This is an optimization exercise on Yosys and OpenROAD, whose aim is a short achievable clock period and few clock cycles, not a production implementation. Function was checked by simulation only, so behaviour that the tests miss may differ from the original. Power is estimated from default activity; no workload was simulated.

Setup of rev 12:
==> flow/design.v (excerpt) <==
module mipsPipeline (
	input  logic DCACHE_stall,
	input  logic rst_n,
	output logic icacheRen,
	output logic [mipsPkg::addrWidth-1:0] icacheAddr,
	input  logic [mipsPkg::dataWidth-1:0] icacheRdata,
	input  logic icacheStall,
	output logic dcacheRen,
	output logic dcacheWen,
	output logic [mipsPkg::addrWidth-1:0] dcacheAddr,
	output logic [mipsPkg::dataWidth-1:0] dcacheWdata,
	input  logic [mipsPkg::dataWidth-1:0] dcacheRdata,
	input  logic dcacheHold
);
	logic stall;
	logic [addrWidth-1:0] pc;		 
	logic dValid;				 
	logic [dataWidth-1:0] ir;
	logic [addrWidth-1:0] dPcp1;
	logic [addrWidth-immWidth-1:0] dHiInc, dHiDec;	 
	logic [regCount-1:0] dRsSel, dRtSel;	 
	logic exRegWr, exLoad, exStore, exBeq;	 
	logic [regAddrWidth-1:0] exDest;
	logic [dataWidth-1:0] exT, exG, exSt;	 
	logic exSub, exSlt;
	logic [dataWidth-1:0] aluOut;			 
	logic [2:0] exSel;			 
	logic [addrWidth-1:0] exTarget;
	logic mRegWr, mLoad, mStore;		 
  ...
Size in the first run: about 6,800 cells after synthesis, about 1,600 flip-flops, roughly 160 I/O pins.
make LEC_CHECK=0 ABC_CLOCK_PERIOD_IN_PS=2500 CAP_MARGIN=20 CORE_MARGIN=2 CORE_UTILIZATION=40 PLACE_DENSITY=0.6 SETUP_SLACK_MARGIN=5 SLEW_MARGIN=20 finish   # period 8.0 ns
run.sh (not shown) runs the stock make flow with config.mk's settings and CLKGATE_MAP_FILE= SYNTH_SCRIPT=/design/flow/synth_recipe.tcl, a recipe that flattens the netlist after the stock synthesis.
Testbench counts of rev 12, summed over its fixed seeds: cycles 38,508.
What rev 13 does differently from rev 12 at the input level:
--- a/flow/design.v
+++ b/flow/design.v
@@ -42,30 +42,29 @@
 	localparam logic [dataWidth-1:0] nopInstr = '0;	 
 endpackage
 import mipsPkg::*;
 module regFile (
 	input  logic DCACHE_stall,
 	input  logic rst_n,
 	input  logic [mipsPkg::regCount-1:0] rsSel,
 	input  logic [mipsPkg::regCount-1:0] rtSel,
-	input  logic [mipsPkg::regCount-1:0] wbWe,	 
+	input  logic wbWrite,
+	input  logic [mipsPkg::regAddrWidth-1:0] wbIdx,
 	input  logic [mipsPkg::dataWidth-1:0] wbData,
 	output logic [mipsPkg::dataWidth-1:0] rsData,
 	output logic [mipsPkg::dataWidth-1:0] rtData
 );
 	logic [dataWidth-1:0] regs [regCount];
 	always_ff @(posedge DCACHE_stall or negedge rst_n) begin
 		if (!rst_n) begin
 			for (int i = 0; i < regCount; i++)
 				regs[i] <= '0;
-		end else begin
-			for (int i = 1; i < regCount; i++)
-				if (wbWe[i])
-					regs[i] <= wbData;
+		end else if (wbWrite && wbIdx != '0) begin
+			regs[wbIdx] <= wbData;
 		end
 	end
 	always_comb begin
 		rsData = '0;
 		rtData = '0;
 		for (int i = 1; i < regCount; i++) begin
 			rsData = rsData | (regs[i] & {dataWidth{rsSel[i]}});
 			rtData = rtData | (regs[i] & {dataWidth{rtSel[i]}});
@@ -214,41 +213,31 @@
 	assign destDec = isAlu ? rd : rt;
 	assign regWrDec = dValid && (isAlu || isImm || isLw) && destDec != '0;
 	assign useImm = isImm || isLw || isSw;
 	assign useRs = isAlu || isImm || isLw || isSw || isBeq;
 	assign useRt = isAlu || isSw || isBeq;
 	assign immVal = zextImm ? {16'd0, ir[15:0]} : {{16{ir[15]}}, ir[15:0]};
 	regFile uRegFile (
 		.DCACHE_stall(DCACHE_stall), .rst_n(rst_n), .rsSel(dRsSel), .rtSel(dRtSel),
-		.wbWe(wWe), .wbData(wVal),
+		.wbWrite(wWr), .wbIdx(wDest), .wbData(wVal),
 		.rsData(rfRs), .rtData(rfRt)
 	);
 	function automatic logic [dataWidth-1:0] bypass(input logic [regAddrWidth-1:0] idx,
 			input logic [dataWidth-1:0] rf, input logic mWr, input logic [regAddrWidth-1:0] mD,
 			input logic mLd, input logic [dataWidth-1:0] mR, input logic [dataWidth-1:0] ld,
 			input logic wW, input logic [regAddrWidth-1:0] wD, input logic [dataWidth-1:0] wV);
 		logic [dataWidth-1:0] early;
 		early = mWr && mD == idx ? (mLd ? ld : mR) : wV;
 		bypass = (mWr && mD == idx) || (wW && wD == idx) ? early : rf;
 	endfunction
 	assign rsVal = bypass(rs, rfRs, mRegWr, mDest, mLoad, mRes, dcacheRdata, wWr, wDest, wVal);
 	assign rtVal = bypass(rt, rfRt, mRegWr, mDest, mLoad, mRes, dcacheRdata, wWr, wDest, wVal);
-	logic eHitRsReg, eHitRtReg;
-	always_ff @(posedge DCACHE_stall or negedge rst_n) begin
-		if (!rst_n) begin
-			eHitRsReg <= 1'b0;
-			eHitRtReg <= 1'b0;
-		end else if (!stall) begin
-			eHitRsReg <= !taken && !luStall && regWrDec && icacheRdata[25:21] == destDec;
-			eHitRtReg <= !taken && !luStall && regWrDec && icacheRdata[20:16] == destDec;
-		end
-	end
-	assign eHitRs = eHitRsReg;
-	assign eHitRt = eHitRtReg;
+	assign eHitRs = exRegWr && exDest == rs;
+	assign eHitRt = exRegWr && exDest == rt;
 	logic luStallReg, fUseRs, fUseRt, fHitNext;
 	logic [5:0] fOp, fFn;
 	assign fOp = icacheRdata[31:26];
 	assign fFn = icacheRdata[5:0];
 	always_comb begin
 		fUseRs = 1'b0;
 		fUseRt = 1'b0;
 		case (fOp)
@@ -397,24 +386,19 @@
 	always_ff @(posedge DCACHE_stall) begin
 		oAddr <= stall ? mRes[dataWidth-1:2] : aluOut[dataWidth-1:2];	 
 		oWdata <= stall ? mSt : exSt;
 	end
 	assign dcacheRen = oRen;
 	assign dcacheWen = oWen;
 	assign dcacheAddr = oAddr;
 	assign dcacheWdata = oWdata;
-	logic [regCount-1:0] wWe;	 
 	always_ff @(posedge DCACHE_stall or negedge rst_n) begin
-		if (!rst_n) begin
+		if (!rst_n)
 			wWr <= 1'b0;
-			wWe <= '0;
-		end else begin
+		else
 			wWr <= mRegWr && !stall;
-			for (int i = 0; i < regCount; i++)
-				wWe[i] <= mRegWr && !stall && mDest == 5'(i) && i != 0;
-		end
 	end
 	always_ff @(posedge DCACHE_stall) begin
 		wDest <= mDest;
 		wVal <= mLoad ? dcacheRdata : mRes;
 	end
 endmodule
Findings:
- Rev 13: no failed stages, no open violations at the end
- Relative to rev 12, the clock power measured on rev 13 has increased by a few percent.
- Rev 13 ended up with a higher post-synthesis to final-layout area growth than rev 12 did.
- Diff rev 12 -> rev 13: maximum frequency has increased, relative max-transition margin lower.
- Compared with rev 12, in rev 13 total non-filler cell area in the finished layout went up by about 0.4%; register area went down by 2.2%.
Testbench counts of rev 13, summed over its fixed seeds: cycles 38,508.

[afterwards: timing with drivers on the ports]
The flow's constraints put no driver on any port. The routed layouts listed below were extracted and timed again, unchanged, in two steps. Step 1 (the two cells are an assumption about what drives the block):
set clk [get_ports {DCACHE_stall}]
set_driving_cell -lib_cell sky130_fd_sc_hd__clkbuf_16 $clk
set_driving_cell -lib_cell sky130_fd_sc_hd__buf_2 [delete_from_list [all_inputs] $clk]
Step 2 also shifts input and output timing later by t, the mid clock arrival at the registers, as if the neighbouring blocks saw the same clock. Slacks: ideal / step 1 / step 2; pairs: ideal / step 1.
run	t, ns	setup WS [ns]	hold WS [ns]	latest minus earliest clock arrival (ns)	pins driven straight from the clock port
rev 12	0.904	4.604 / 4.604 / 4.103	0.452 / 0.452 / 0.452	0.062 / 0.062	1
rev 13	0.946	4.757 / 4.757 / 4.148	0.459 / 0.459 / 0.459	0.057 / 0.058	1
After both steps setup and hold are still met in every run listed. For rev 13, which loses most, drivers alone change the setup slack by 0.000 ns; drivers and shift together by -0.609 ns.
